Background: an optimization exercise with open tools, aiming at small area. Do not read the settings as production practice. Function was checked by simulation only, so behaviour that the tests miss may differ from the original.

==> design/flow/run.sh <==
#!/bin/bash
# synth_recipe.tcl (not shown) runs the flow's synth.tcl, then flattens the netlist and writes it again
# the make line also repeats each setting of config.mk as NAME=value (left out here)
make -C /OpenROAD-flow-scripts/flow DESIGN_CONFIG=/design/flow/config.mk WORK_HOME=/design/flow/orfs CLKGATE_MAP_FILE= SYNTH_SCRIPT=/design/flow/synth_recipe.tcl finish
==> design/flow/config.mk <==
export PLATFORM = sky130hd
export DESIGN_NAME = intra_recon_top
export DESIGN_NICKNAME = intra_recon_top
export VERILOG_FILES = /design/flow/design.v
export SDC_FILE = /design/flow/constraint.sdc
export NUM_CORES = 4
export LEC_CHECK = 0
export CAP_MARGIN = 20
export CORE_MARGIN = 2
export CORE_UTILIZATION = 40
export SLEW_MARGIN = 20
==> design/flow/constraint.sdc <==
create_clock -name core_clock -period 10.0 [get_ports {clk}]
set_input_delay 2.0000 -clock core_clock [delete_from_list [all_inputs] [get_ports {clk}]]
set_output_delay 2.0000 -clock core_clock [all_outputs]
set_load 0.01 [all_outputs]
==> design/flow/design.v <==
package intra_pkg;
    localparam int QUEUE_DEPTH = 4;                          
    localparam int ENTRY_W     = 76;                         
endpackage
module intra_pred_4x4 (
    input  logic [107:0]      req,
    output logic [75:0]        entry
);
    logic [10:0] dc_sum;
    logic [7:0]  dc_val;
    logic [8:0][7:0] s;
    logic [8:0]  s_ab, s_cd, s_ij, s_kl;
    logic [9:0]  s_top, s_left;
    function automatic logic [10:0] radd(logic [9:0] x, logic [9:0] y, logic cin, int w);
        logic c;
        c = cin;
        radd = '0;
        for (int n = 0; n < 10; n++) begin
            if (n < w) begin
                radd[n] = x[n] ^ y[n] ^ c;
                c = (x[n] & y[n]) | (c & (x[n] ^ y[n]));
            end
        end
        radd[w] = c;
    endfunction
    assign s_ab   = 9'(radd(10'(req[103:96]), 10'(req[95:88]), 1'b1, 8));
    assign s_cd   = 9'(radd(10'(req[87:80]),  10'(req[79:72]), 1'b1, 8));
    assign s_ij   = 9'(radd(10'(req[39:32]),  10'(req[31:24]), 1'b1, 8));
    assign s_kl   = 9'(radd(10'(req[23:16]),  10'(req[15:8]),  1'b1, 8));
    assign s_top  = 10'(radd(10'(s_ab), 10'(s_cd), 1'b0, 9));
    assign s_left = 10'(radd(10'(s_ij), 10'(s_kl), 1'b0, 9));
    assign dc_sum = radd(s_top, s_left, 1'b0, 10);
    assign dc_val = dc_sum[10:3];
    always_comb begin
        case (req[107:104])
            4'd0: s[0] = req[95:88];
            4'd3, 4'd7: s[0] = req[103:96];
            default: s[0] = req[15:8];
        endcase
    end
    always_comb begin
        case (req[107:104])
            4'd0, 4'd5: s[1] = req[79:72];
            4'd3, 4'd7: s[1] = req[95:88];
            4'd4: s[1] = req[23:16];
            default: s[1] = req[15:8];
        endcase
    end
    always_comb begin
        case (req[107:104])
            4'd0, 4'd3, 4'd5, 4'd7: s[2] = req[87:80];
            4'd1, 4'd6, 4'd8: s[2] = req[23:16];
            4'd4: s[2] = req[31:24];
            default: s[2] = dc_val;
        endcase
    end
    always_comb begin
        case (req[107:104])
            4'd0, 4'd5: s[3] = req[95:88];
            4'd1, 4'd6, 4'd8: s[3] = req[31:24];
            4'd3, 4'd7: s[3] = req[79:72];
            4'd4: s[3] = req[39:32];
            default: s[3] = dc_val;
        endcase
    end
    always_comb begin
        case (req[107:104])
            4'd0, 4'd5: s[4] = req[103:96];
            4'd1, 4'd6, 4'd8: s[4] = req[39:32];
            4'd3, 4'd7: s[4] = req[71:64];
            4'd4: s[4] = req[7:0];
            default: s[4] = dc_val;
        endcase
    end
    always_comb begin
        case (req[107:104])
            4'd1: s[5] = req[39:32];
            4'd4: s[5] = req[103:96];
            4'd5, 4'd6: s[5] = req[7:0];
            default: s[5] = req[63:56];
        endcase
    end
    always_comb begin
        case (req[107:104])
            4'd3, 4'd7: s[6] = req[55:48];
            4'd4: s[6] = req[95:88];
            4'd6: s[6] = req[103:96];
            default: s[6] = req[39:32];
        endcase
    end
    always_comb begin
        case (req[107:104])
            4'd4: s[7] = req[87:80];
            4'd5: s[7] = req[31:24];
            4'd6: s[7] = req[95:88];
            default: s[7] = req[47:40];
        endcase
    end
    always_comb begin
        case (req[107:104])
            4'd4: s[8] = req[79:72];
            4'd5: s[8] = req[23:16];
            4'd6: s[8] = req[87:80];
            default: s[8] = req[47:40];
        endcase
    end
    assign entry = {req[107:104], s};
endmodule
module pred_queue (
    input  logic                            clk,
    input  logic                            rst_n,
    input  logic                            req_strobe,
    input  logic [intra_pkg::ENTRY_W-1:0]   entry,
    input  logic                            residue_strobe,
    output logic [intra_pkg::ENTRY_W-1:0]   head,
    output logic                            head_taken,
    output logic                            overflow_error,
    output logic                            order_error
);
    logic [intra_pkg::ENTRY_W-1:0] mem [intra_pkg::QUEUE_DEPTH];
    logic [1:0] wr_ptr;       
    logic [1:0] rd_ptr;       
    logic [2:0] count;        
    logic       pend;         
    logic       full;
    logic       empty;
    logic       push;
    logic       pop;
    logic [1:0] wr_ptr_next;
    logic [2:0] count_next;
    assign full  = count[2];
    assign empty = (count == 3'd0);
    assign push = pend && !full;
    assign pop  = residue_strobe && !empty;
    assign head           = mem[rd_ptr];
    assign head_taken     = pop;
    assign overflow_error = pend && full;
    assign order_error    = residue_strobe && empty;
    assign wr_ptr_next = wr_ptr + 2'(push);
    assign count_next  = count + 3'(push) - 3'(pop);
    always_ff @(posedge clk) begin
        if (!rst_n) begin
            wr_ptr <= '0;
            rd_ptr <= '0;
            count  <= '0;
            pend   <= 1'b0;
        end else begin
            wr_ptr <= wr_ptr_next;
            rd_ptr <= rd_ptr + 2'(pop);
            count  <= count_next;
            pend   <= req_strobe;
        end
    end
    always_ff @(posedge clk) begin
        if (req_strobe && !count_next[2]) begin
            mem[wr_ptr_next] <= entry;
        end
    end
endmodule
module recon_clip (
    input  logic                clk,
    input  logic                rst_n,
    input  logic                head_taken,
    input  logic [75:0]         head,
    input  logic [15:0][8:0]    residue,
    output logic                recon_valid,
    output logic [15:0][7:0]    recon
);
    logic [3:0]        mode;
    logic [8:0][7:0]   s;
    logic [7:0][7:0]   a2;     
    logic [7:0][7:0]   a3;     
    logic [15:0][7:0]  pred;
    logic [15:0][7:0]  sum_blk;
    assign mode = head[75:72];
    assign s    = head[71:0];
    function automatic logic [7:0] half_sum(logic [7:0] x, logic [7:0] y, logic cin);
        logic c;
        logic [8:0] t;
        c = cin;
        for (int n = 0; n < 8; n++) begin
            t[n] = x[n] ^ y[n] ^ c;
            c = (x[n] & y[n]) | (c & (x[n] ^ y[n]));
        end
        t[8] = c;
        half_sum = t[8:1];
    endfunction
    function automatic logic [7:0] avg3(logic [7:0] x, logic [7:0] y, logic [7:0] z);
        avg3 = half_sum(half_sum(x, z, 1'b0), y, 1'b1);
    endfunction
    assign a2[0] = half_sum(s[0], s[1], 1'b1);
    assign a2[1] = half_sum(s[1], s[2], 1'b1);
    assign a2[2] = half_sum(s[2], s[3], 1'b1);
    assign a2[3] = half_sum(s[3], s[4], 1'b1);
    assign a2[4] = half_sum(s[4], s[5], 1'b1);
    assign a3[1] = avg3(s[0], s[1], s[2]);
    assign a3[2] = avg3(s[1], s[2], s[3]);
    assign a3[3] = avg3(s[2], s[3], s[4]);
    assign a3[4] = avg3(s[3], s[4], s[5]);
    assign a3[5] = avg3(s[4], s[5], s[6]);
    assign a3[6] = avg3(s[5], s[6], s[7]);
    assign a3[7] = avg3(s[6], s[7], s[8]);
    assign a3[0] = 8'd0;
    assign a2[5] = 8'd0;
    assign a2[6] = 8'd0;
    assign a2[7] = 8'd0;
    always_comb begin
        case (mode)
            4'd0: pred[0] = s[4];
            4'd1, 4'd5, 4'd6: pred[0] = a2[4];
            4'd3: pred[0] = a3[1];
            4'd4: pred[0] = a3[4];
            4'd7: pred[0] = a2[0];
            default: pred[0] = a2[3];
        endcase
    end
    always_comb begin
        case (mode)
            4'd0: pred[1] = s[0];
            4'd1, 4'd4, 4'd6: pred[1] = a3[5];
            4'd3: pred[1] = a3[2];
            4'd7: pred[1] = a2[1];
            4'd8: pred[1] = a3[3];
            default: pred[1] = a2[3];
        endcase
    end
    always_comb begin
        case (mode)
            4'd0: pred[2] = s[2];
            4'd1: pred[2] = a2[4];
            4'd3: pred[2] = a3[3];
            4'd4, 4'd6: pred[2] = a3[6];
            default: pred[2] = a2[2];
        endcase
    end
    always_comb begin
        case (mode)
            4'd0: pred[3] = s[1];
            4'd1: pred[3] = a2[4];
            4'd3: pred[3] = a3[4];
            4'd4, 4'd6: pred[3] = a3[7];
            4'd5: pred[3] = a2[1];
            4'd8: pred[3] = a3[2];
            default: pred[3] = a2[3];
        endcase
    end
    always_comb begin
        case (mode)
            4'd0: pred[4] = s[4];
            4'd1: pred[4] = s[3];
            4'd3: pred[4] = a3[2];
            4'd4: pred[4] = a3[3];
            4'd5: pred[4] = a3[5];
            4'd6: pred[4] = a2[3];
            4'd7: pred[4] = a3[1];
            default: pred[4] = a2[2];
        endcase
    end
    always_comb begin
        case (mode)
            4'd0, 4'd1: pred[5] = s[3];
            4'd4, 4'd5, 4'd6: pred[5] = a3[4];
            4'd7, 4'd8: pred[5] = a3[2];
            default: pred[5] = a3[3];
        endcase
    end
    always_comb begin
        case (mode)
            4'd0: pred[6] = s[2];
            4'd1: pred[6] = s[3];
            4'd3: pred[6] = a3[4];
            4'd4: pred[6] = a3[5];
            4'd6: pred[6] = a2[4];
            4'd8: pred[6] = a2[1];
            default: pred[6] = a3[3];
        endcase
    end
    always_comb begin
        case (mode)
            4'd0: pred[7] = s[1];
            4'd3, 4'd6: pred[7] = a3[5];
            4'd4: pred[7] = a3[6];
            4'd5: pred[7] = a3[2];
            4'd7: pred[7] = a3[4];
            4'd8: pred[7] = a3[1];
            default: pred[7] = s[3];
        endcase
    end
    always_comb begin
        case (mode)
            4'd0: pred[8] = s[4];
            4'd1: pred[8] = s[2];
            4'd3: pred[8] = a3[3];
            4'd4: pred[8] = a3[2];
            4'd5: pred[8] = a3[6];
            4'd7, 4'd8: pred[8] = a2[1];
            default: pred[8] = a2[2];
        endcase
    end
    always_comb begin
        case (mode)
            4'd0: pred[9] = s[0];
            4'd1: pred[9] = s[2];
            4'd3: pred[9] = a3[4];
            4'd4, 4'd6: pred[9] = a3[3];
            4'd5: pred[9] = a2[4];
            4'd8: pred[9] = a3[1];
            default: pred[9] = a2[2];
        endcase
    end
    always_comb begin
        case (mode)
            4'd0, 4'd1: pred[10] = s[2];
            4'd3: pred[10] = a3[5];
            4'd4: pred[10] = a3[4];
            4'd8: pred[10] = a2[0];
            default: pred[10] = a2[3];
        endcase
    end
    always_comb begin
        case (mode)
            4'd0, 4'd8: pred[11] = s[1];
            4'd1: pred[11] = s[2];
            4'd3: pred[11] = a3[6];
            4'd4: pred[11] = a3[5];
            4'd6: pred[11] = a3[4];
            4'd7: pred[11] = a2[4];
            default: pred[11] = a2[2];
        endcase
    end
    always_comb begin
        case (mode)
            4'd1, 4'd8: pred[12] = a2[0];
            4'd3: pred[12] = a3[4];
            4'd4: pred[12] = a3[1];
            4'd5: pred[12] = a3[7];
            4'd6: pred[12] = a2[1];
            4'd7: pred[12] = a3[2];
            default: pred[12] = s[4];
        endcase
    end
    always_comb begin
        case (mode)
            4'd0, 4'd1, 4'd8: pred[13] = s[0];
            4'd3, 4'd5: pred[13] = a3[5];
            4'd4, 4'd6: pred[13] = a3[2];
            default: pred[13] = a3[3];
        endcase
    end
    always_comb begin
        case (mode)
            4'd0: pred[14] = s[2];
            4'd1, 4'd8: pred[14] = a2[0];
            4'd3: pred[14] = a3[6];
            4'd4: pred[14] = a3[3];
            4'd5, 4'd7: pred[14] = a3[4];
            default: pred[14] = a2[2];
        endcase
    end
    always_comb begin
        case (mode)
            4'd0, 4'd1, 4'd8: pred[15] = s[1];
            4'd3: pred[15] = a3[7];
            4'd4: pred[15] = a3[4];
            4'd7: pred[15] = a3[5];
            default: pred[15] = a3[3];
        endcase
    end
    function automatic logic [7:0] clip_add(logic [7:0] px, logic [8:0] r);
        logic c;
        logic [7:0] u;
        c = 1'b0;
        for (int n = 0; n < 8; n++) begin
            u[n] = px[n] ^ r[n] ^ c;
            c = (px[n] & r[n]) | (c & (px[n] ^ r[n]));
        end
        clip_add = (c ^ r[8]) ? {8{c}} : u;
    endfunction
    always_comb begin
        for (int n = 0; n < 16; n++) begin
            sum_blk[n] = clip_add(pred[n], residue[n]);
        end
    end
    always_ff @(posedge clk) begin
        if (!rst_n) begin
            recon_valid <= 1'b0;
        end else begin
            recon_valid <= head_taken;
        end
    end
    always_ff @(posedge clk) begin
        recon <= sum_blk;
    end
endmodule
module intra_recon_top (
    input  logic                 clk,
    input  logic                 rst_n,
    input  logic                 req_strobe,
    input  logic [107:0]         req,
    input  logic                 residue_strobe,
    input  logic [15:0][8:0]     residue,
    output logic                 recon_valid,
    output logic [15:0][7:0]     recon,
    output logic                 overflow_error,
    output logic                 order_error
);
    logic [intra_pkg::ENTRY_W-1:0] entry;
    logic [intra_pkg::ENTRY_W-1:0] head;
    logic                          head_taken;
    intra_pred_4x4 intra_pred_4x4_i (
        .req   (req),
        .entry (entry)
    );
    pred_queue pred_queue_i (
        .clk            (clk),
        .rst_n          (rst_n),
        .req_strobe     (req_strobe),
        .entry          (entry),
        .residue_strobe (residue_strobe),
        .head           (head),
        .head_taken     (head_taken),
        .overflow_error (overflow_error),
        .order_error    (order_error)
    );
    recon_clip recon_clip_i (
        .clk         (clk),
        .rst_n       (rst_n),
        .head_taken  (head_taken),
        .head        (head),
        .residue     (residue),
        .recon_valid (recon_valid),
        .recon       (recon)
    );
endmodule
==> results of run 1 <==
[worst max path at each step]
| stage | start | to | slack (ps) | cells after the start |
|---|---|---|---|---|
| global route | pred_queue_i.rd_ptr[0] | recon_clip_i.recon[37] | 1170 | 21 |
| floorplan | pred_queue_i.rd_ptr[1] | recon_clip_i.recon[63] | 2310 | 26 |
| CTS | pred_queue_i.rd_ptr[0] | recon_clip_i.recon[39] | 1570 | 21 |
| global placement | req[88] | pred_queue_i.mem[0][38] | 1260 | 18 |
| finish | pred_queue_i.rd_ptr[0] | recon_clip_i.recon[39] | 1320 | 21 |
| detailed placement | req[88] | pred_queue_i.mem[2][30] | 1220 | 18 |
[cells by family (layout without fill, tap and decap cells)]
family	after synthesis	count (layout)	synth area share (%)
xor+xnor	7	7	0.223
simple gates	540	540	7.93
other cells	0	8	0
buf+inv	553	949	7.12
fa+ha+maj	375	375	22.0
mux	131	131	7.46
compound gates	732	732	16.7
flops	441	441	38.5
[registers in the layout, summed over array words and instances (netlist names)]
| signal | flops |
|---|---|
| pred_queue_i.count | 3 |
| recon_clip_i.recon_valid | 1 |
| recon_clip_i.recon | 128 |
| pred_queue_i.mem | 304 |
| pred_queue_i.rd_ptr | 2 |
| pred_queue_i.pend | 1 |
| pred_queue_i.wr_ptr | 2 |
[worst max-delay path: cells and delay by family, from the launching register on]
kind                       cells  cell delay, ps
buffers and inverters          5             530
adders and majority gates     12            5460
AOI/OAI and AO/OA              3            1050
DFF                            1             780
muxes                          1             690
[metrics by stage]
| stage | hold slack [ps] | std cells | instance area (um2) | worst slack [ps] | utilization (%) |
|---|---|---|---|---|---|
| final | 631 | 4213 | 37700 | 1320 | 49.5 |
| after detailed placement | 606 | 4119 | 36100 | 1220 | 47.5 |
| after global placement | 577 | 4119 | 36100 | 1260 | 47.5 |
| after global routing | 649 | 4207 | 37700 | 1170 | 49.5 |
| after CTS | 629 | 4205 | 37700 | 1570 | 49.5 |
| after floorplan | 556 | 2779 | 30800 | 2310 | - |
[layer usage]
layer / vias up / part of all wire, % / GRT usage [%] / routed length, um
met2: 1949 / 46 / 64.2 / 73600
met3: 522 / 9.9 / 10.3 / 15800
met5: - / 0.0094 / 0 / 15
met4: 2 / 8.0 / 26.4 / 12700
met1: 13500 / 36 / 47.5 / 57200
li1: 10700 / - / - / -
[layout by cell type (no fill, tap or decap), types with 15 or more instances in the layout]
master / netlist / layout
clkdlybuf4s50_1: 0 / 386
inv_1: 371 / 371
edfxtp_1: 304 / 304
fa_1: 297 / 296
nand2_1: 270 / 270
dfxtp_1: 137 / 135
o21ai_0: 134 / 134
a21oi_1: 127 / 127
buf_4: 3 / 105
nor2_1: 105 / 100
a22oi_1: 93 / 93
mux4_2: 78 / 76
o22ai_1: 68 / 68
maj3_1: 50 / 50
a221o_1: 49 / 49
clkbuf_16: 0 / 47
mux2i_1: 42 / 41
nand2b_1: 38 / 37
a222oi_1: 33 / 33
a221oi_1: 29 / 29
nand3_1: 28 / 28
ha_1: 28 / 28
nor2b_1: 26 / 24
and2_1: 23 / 23
a211oi_1: 21 / 21
a2bb2oi_1: 17 / 17
a22o_1: 15 / 15
[area by class of cell]
cell class | count | area, um2 | area share, %
clock buffers | 61 | 1240 | 3.29
flip-flops and latches | 441 | 11900 | 31.5
inverters | 371 | 1390 | 3.70
diodes | 8 | 20.0 | 0.0531
clock inverters | 25 | 314 | 0.833
repair buffers | 492 | 4670 | 12.4
well taps | 1030 | 1290 | 3.42
multi-input cells | 1785 | 16900 | 44.8
==> summary.md, run 1 <==
| Metric | Value |
|---|---|
| Hold Path Class | flop to flop |
| Reg2Reg Launch Point | pred_queue_i.rd_ptr[0] |
| FILL cells | 6683 |
| #FFs+latches synth | 441 |
| Syn Area/Cell | 11.1 um2 |
| Number of global-route vias before repair | 27100 |
| Die extent in y | 282 um |
| Final Slew Violations | 0 |
| Post-CTS setup buffer count | 0 |
| Post-synthesis sequential area ratio | 38.5% |
| Post-CTS Hold Fix Bufs | 0 |
| Largest net degree at the start of global routing | 58 |
| Most instantiated cells after synthesis | 371 x inv_1, 304 x edfxtp_1, 297 x fa_1 |
| Worst Setup End Kind | flop |
| Vias per cell | 6.35 |
| Worst Path Required | 10520 ps |
| GPL Wtd Cong | 1.10 |
| Post-DP HPWL | 121000 um |
| Fmax | 115 MHz |
| Reg2Reg Depth | 21 |
| Status | complete, no violations |
| Hold endpoint | pred_queue_i.wr_ptr[1] |
| Cell variety after synth | 78 |
| Worst-Skew Late Latency | 640 ps |
| Final Setup Violations | 0 |
| Layout area overhead | 22.2% |
| Mapped Area | 30800 um2 |
| Beginning of the worst hold path | pred_queue_i.wr_ptr[1] |
| Max incr delay on CP | 1220 ps |
| Hold Path Cell Cnt | 2 |
| Worst rel slew slack | 15.4% |
| DRC violations left | 0 |
| Initial drt markers | 3691 |
| RSZ-0062 raised after global routing | no |
| Reg2Reg Setup Slack | 1320 ps |
| Nets@finish | 3718 |
| Crit path launch type | flop |
| Wire per inst | 37.8 um |
| TritonCTS Sinks | 441 |
| Most used DFF post-synth | edfxtp_1 |
| I/O pin total | 387 |
| Maximum clock insertion buffer count | 3 |
| Full die area | 79300 um2 |
| Yosys top cell area share | 29.6% |
| Critical R2R Capture | recon_clip_i.recon[39] |
| Global route total overflow | 0 |
| H-tree depth | 2 |
| Synth async-reset ratio | 0% |
| Clock Skews | 39.5 ps |
| Max-cap viol count | 0 |
| Drt total wl | 159000 um |
| Worst Path Arrival | 9200 ps |
| DRT Pass-1 Iters | 9 |
| Period Utilization, post-route | 86.8% |
| Input/output buffers | 386 |
| Root Buffer | clkbuf_16 |
| Final Hold Fails | 0 |
| Via Count | 26700 |
| First-pass GRT wire length | 216000 um |
| Synth area leaders | edfxtp_1 30%, fa_1 19%, dfxtp_1 8.9% |
| Post-DRT Antenna Nets | 0 |
| Synth Warn # | 3 |
| Share of post-route cells with drive strength above 1 | 9.64% |
| Die width | 282 um |
| Setup_tns | 0 ps |
| Initial core utilization | 40.5% |
| Most common cell in the netlist | inv_1 |
| TritonCTS clock tree | yes |
| CP Max Fanout | 30 |
| Syn nets | 3360 |
| Synth Instances | 2779 |
| CTS resizes | 0 |
| GRT Util Overall | 39.9% |
| CP Class | flop to flop |
| FP Rows | 101 |
| Slowest-stage cell, CP | fa_1 |
| Measured slew at the worst slew-check pin | 1240 ps |
| Worst path cell trace | mux4_2 > inv_1 > fa_1 > fa_1 > inv_1 > fa_1 > fa_1 > a31oi_1 > o22a_1 > a32o_1 > fa_1 > fa_1 > fa_1 > fa_1 > inv_1 > fa_1 > inv_1 > fa_1 > inv_1 > fa_1 > maj3_1 |
| Most used cell, CP | fa_1 |
| Largest area contributor in the netlist | edfxtp_1 |
| Clk pin slew, worst setup/hold paths | 60 ps |
| Initial antenna violation count | 8 |
| CTS Buf Count | 46 |
| Final min period | 8680 ps |
| CORE AREA | 76100 um2 |
| Number of synthesized flops with an enable pin | 304 |
==> run 2: changes to the inputs <==
==> design/flow/flow/run.sh (new file) <==
#!/bin/bash
# Standard ORFS layout, with smaller port buffers and a clock tree of smaller
# buffers without dummy loads. Every tool's output goes to a log here.
set -euo pipefail
export BUFFER_PORTS_ARGS="-buffer_cell sky130_fd_sc_hd__buf_1"
export CTS_ARGS="-sink_clustering_enable -repair_clock_nets -dont_use_dummy_load -buf_list sky130_fd_sc_hd__clkbuf_4 -root_buf sky130_fd_sc_hd__clkbuf_8"
bash standard.sh > flow_standard.log 2>&1
==> design/flow/standard.sh (new file) <==
#!/bin/bash
# synth_recipe.tcl (not shown) runs the flow's synth.tcl, then flattens the netlist and writes it again
# the make line also repeats each setting of config.mk as NAME=value (left out here)
make -C /OpenROAD-flow-scripts/flow DESIGN_CONFIG=/design/flow/config.mk WORK_HOME=/design/flow/orfs CLKGATE_MAP_FILE= SYNTH_SCRIPT=/design/flow/synth_recipe.tcl "${@:-finish}"
removed: design/flow/run.sh
==> summary.md, run 2 <==
| Metric | Value |
|---|---|
| Status | complete, no violations |
| Synth Warn # | 3 (unchanged) |
| Hold Path Class | flop to flop |
| FP Rows | 101 (unchanged) |
| Period Utilization, post-route | 83.4% (-3.5 points) |
| Largest net degree at the start of global routing | 73 (+26%) |
| TritonCTS clock tree | yes |
| Max reg flops | 304 (unchanged) |
| Measured slew at the worst slew-check pin | 1170 ps (-70.6 ps) |
| Full die area | 79300 um2 (unchanged) |
| CORE AREA | 76100 um2 (unchanged) |
| Final Setup Violations | 0 (unchanged) |
| CTS resizes | 0 (unchanged) |
| DRT Pass-1 Iters | 8 (-1) |
| Largest Register | pred_queue_i.mem |
| First-pass GRT wire length | 185000 um (-14%) |
| Hold WS | 608 ps (-23.2 ps) |
| Met3 GRT Util | 11.7% (+1.4 points) |
| Hold endpoint | pred_queue_i.count[2] |
| Post-CTS Hold Fix Bufs | 0 (unchanged) |
| Maximum clock insertion buffer count | 3 (unchanged) |
| TritonCTS Sinks | 441 (unchanged) |
| Worst rel slew slack | 21.5% (+6.0 points) |
| Most used DFF post-synth | edfxtp_1 |
| Syn Area/Cell | 11.1 um2 (unchanged) |
| Number of synthesized flops with an enable pin | 304 (unchanged) |
| CP Max Fanout | 30 (unchanged) |
| Critical R2R Capture | recon_clip_i.recon[71] |
| Most instantiated cells after synthesis | 371 x inv_1, 304 x edfxtp_1, 297 x fa_1 |
| Synth async-reset ratio | 0% (unchanged) |
| Mapped Area | 30800 um2 (unchanged) |
| Clock Skews | 72.8 ps (+33.3 ps) |
| Nets@finish | 3746 (+0.75%) |
| Met1 Use GR | 41.0% (-6.5 points) |
| Post-synthesis sequential area ratio | 38.5% (unchanged) |
| Reg2Reg Setup Slack | 1660 ps (+350 ps) |
| Post-DRT Antenna Nets | 0 (unchanged) |
| Max incr delay on CP | 790 ps (-430 ps) |
| Root Buffer | clkbuf_8 |
| Die width | 282 um (unchanged) |
| Initial drt markers | 3896 (+5.6%) |
| Biggest regs | pred_queue_i.mem (304), recon_clip_i.recon (128), pred_queue_i.count (3) |
| Hold Path Cell Cnt | 2 (unchanged) |
| Share of post-route cells with drive strength above 1 | 9.80% (+0.16 points) |
| Setup_tns | 0 ps (unchanged) |
| Max-cap viol count | 0 (unchanged) |
| Yosys top cell area share | 29.6% (unchanged) |
| Worst Setup End Kind | flop |
| RSZ-0062 raised after global routing | no |
| Crit path launch type | flop |
| Cell variety after synth | 78 (unchanged) |
| Initial antenna violation count | 7 (-1) |
| Grt peak-use layer | met2 |
| Reg2Reg Depth | 23 (+9.5%) |
| Met2 GRT Util | 49.2% (-15 points) |
| Clk pin slew, worst setup/hold paths | 60 ps (about the same) |
| Worst-Skew Late Latency | 680 ps (+40 ps) |
| DRC violations left | 0 (unchanged) |
| Family with the most delay on the worst path | adder cells |
| CP Class | flop to flop |
| Beginning of the worst hold path | pred_queue_i.count[2] |
| CP Buf/Inv Count | 6 (+1) |
| Crit path depth | 23 (+9.5%) |
| H-tree depth | 3 (+1) |
| Number of global-route vias before repair | 26000 (-4.3%) |
| Most used cell, CP | fa_1 |
| Largest area contributor in the netlist | edfxtp_1 |
| CTS Buf Count | 107 (+130%) |
| Initial core utilization | 40.5% (unchanged) |
| Final Hold Fails | 0 (unchanged) |
| Most common cell in the netlist | inv_1 |
| Worst Path Required | 10540 ps (+20 ps) |
| Vias per cell | 6.25 (-1.6%) |
| Layout area overhead | 11.3% |
| Die extent in y | 282 um (unchanged) |
| Post-DP HPWL | 96800 um (-20%) |
| Wire per inst | 31.5 um (-17%) |
| Most frequent cells in the layout | 386 x buf_1, 371 x inv_1, 304 x edfxtp_1 |
| Commonest non-fill, non-tap cell in the layout | buf_1 |
| Syn nets | 3360 (unchanged) |
| I/O pin total | 387 (unchanged) |
| Worst path cell trace | buf_4 > mux4_2 > inv_1 > fa_1 > fa_1 > fa_1 > fa_1 > fa_1 > inv_1 > fa_1 > fa_1 > inv_1 > fa_1 > inv_1 > fa_1 > nand2_1 > o211a_1 > a311oi_1 > o21ai_1 > fa_1 > inv_1 > fa_1 > maj3_1 |
| Synth area leaders | edfxtp_1 30%, fa_1 19%, dfxtp_1 8.9% |
| Via Count | 26200 (-1.9%) |
| Global route total overflow | 0 (unchanged) |
| GRT Util Overall | 33.2% (-6.8 points) |
| #FFs+latches synth | 441 (unchanged) |
| Fin util | 45.1% (-4.4 points) |
| Drt total wl | 132000 um (-17%) |
| Post-CTS setup buffer count | 0 (unchanged) |
| Input/output buffers | 386 (unchanged) |
| Slowest-stage cell, CP | fa_1 |
| Worst Path Arrival | 8880 ps (-320 ps) |
| Final Slew Violations | 0 (unchanged) |
| Fmax | 120 MHz (+4.2%) |
| Final min period | 8340 ps (-347 ps) |
| GPL Wtd Cong | 1.11 (+0.87%) |
| FILL cells | 7341 (+9.8%) |
| Synth Instances | 2779 (unchanged) |
| Reg2Reg Launch Point | pred_queue_i.rd_ptr[1] |
-- run 2: cell counts after synthesis --
No cell type changed its count.
-- run 2: cell type report --
cell class	instances	area, um2	share of cell area (%)
Antenna cell	4	10.0	0.0292
Sequential cell	441	11900	34.6
Timing Repair Buffer	459	2020	5.88
Multi-Input combinational cell	1785	16900	49.2
Clock buffer	107	860	2.50
Inverter	371	1390	4.06
Tap cell	1030	1290	3.75
-- run 2: routing by layer --
metal,wire [um],vias to the layer above
met3,17200,533
met1,47500,12800
li1,-,10800
met4,10600,4
met5,23,-
met2,56900,2076
-- run 2: stage by stage --
| stage | instance area [um2] | instances | setup slack [ps] |
|---|---|---|---|
| global route | 34300 | 4196 | 1490 |
| global placement | 33400 | 4085 | 1740 |
| CTS | 34300 | 4192 | 1890 |
| floorplan | 30800 | 2779 | 2310 |
| finish | 34300 | 4197 | 1660 |
| detailed placement | 33400 | 4085 | 1710 |
-- run 2: logic make-up after synthesis --
logic type,share of synthesized area [%]
AOI/OAI and AO/OA,16.7
buffers and inverters,7.12
and+or+nand+nor,7.93
DFF,38.5
adders and majority gates,22.0
muxes,7.46
xor gates and xnor gates,0.223
-- run 2: worst register-to-register path, cell delays in order, from the launching register on --
cell	delay, ps
dfxtp_4	650
buf_4	350
mux4_2	410
inv_1	200
fa_1	460
fa_1	410
fa_1	420
fa_1	420
fa_1	510
inv_1	60
fa_1	420
fa_1	380
inv_1	90
fa_1	180
inv_1	50
fa_1	790
nand2_1	100
o211a_1	150
a311oi_1	470
o21ai_1	390
fa_1	500
inv_1	80
fa_1	420
maj3_1	350
-- run 2: worst max-delay path by stage --
stage                                start                 endpoint  slack (ps)
CTS                 pred_queue_i.rd_ptr[0]   recon_clip_i.recon[39]        1890
detailed placement                 req[88]  pred_queue_i.mem[1][38]        1710
floorplan           pred_queue_i.rd_ptr[1]   recon_clip_i.recon[63]        2310
global placement                   req[88]  pred_queue_i.mem[2][30]        1740
finish              pred_queue_i.rd_ptr[1]   recon_clip_i.recon[71]        1660
global route        pred_queue_i.rd_ptr[1]   recon_clip_i.recon[71]        1490

port drivers added, routing unchanged:
The results above use ideal ports. As a check the final layouts listed here were re-extracted and re-timed, cells and wires unchanged.
Step 1, drivers: a clkbuf_16 drives clk and a buf_2 each remaining input, both assumed.
Step 2, shift: input delay + t, output delay - t, t = (earliest + latest rising clock arrival at the registers) / 2. This alone moves slack from input paths to output paths.
Three values: no drivers, after step 1, after step 2; two values: the first two.
run	shift t [ns]	slack for setup (ns)	hold WS [ns]	slew at the worst register clock pin (ns)
run 1	0.684	1.316 / 1.316 / 1.180	0.631 / 0.631 / 0.631	0.07 / 0.07
run 2	0.708	1.663 / 1.663 / 1.626	0.608 / 0.608 / 0.608	0.07 / 0.07
After both steps every run listed still meets setup and hold. The setup slack of run 1, which loses most, moves by 0.000 ns with the drivers and by -0.136 ns with both steps.
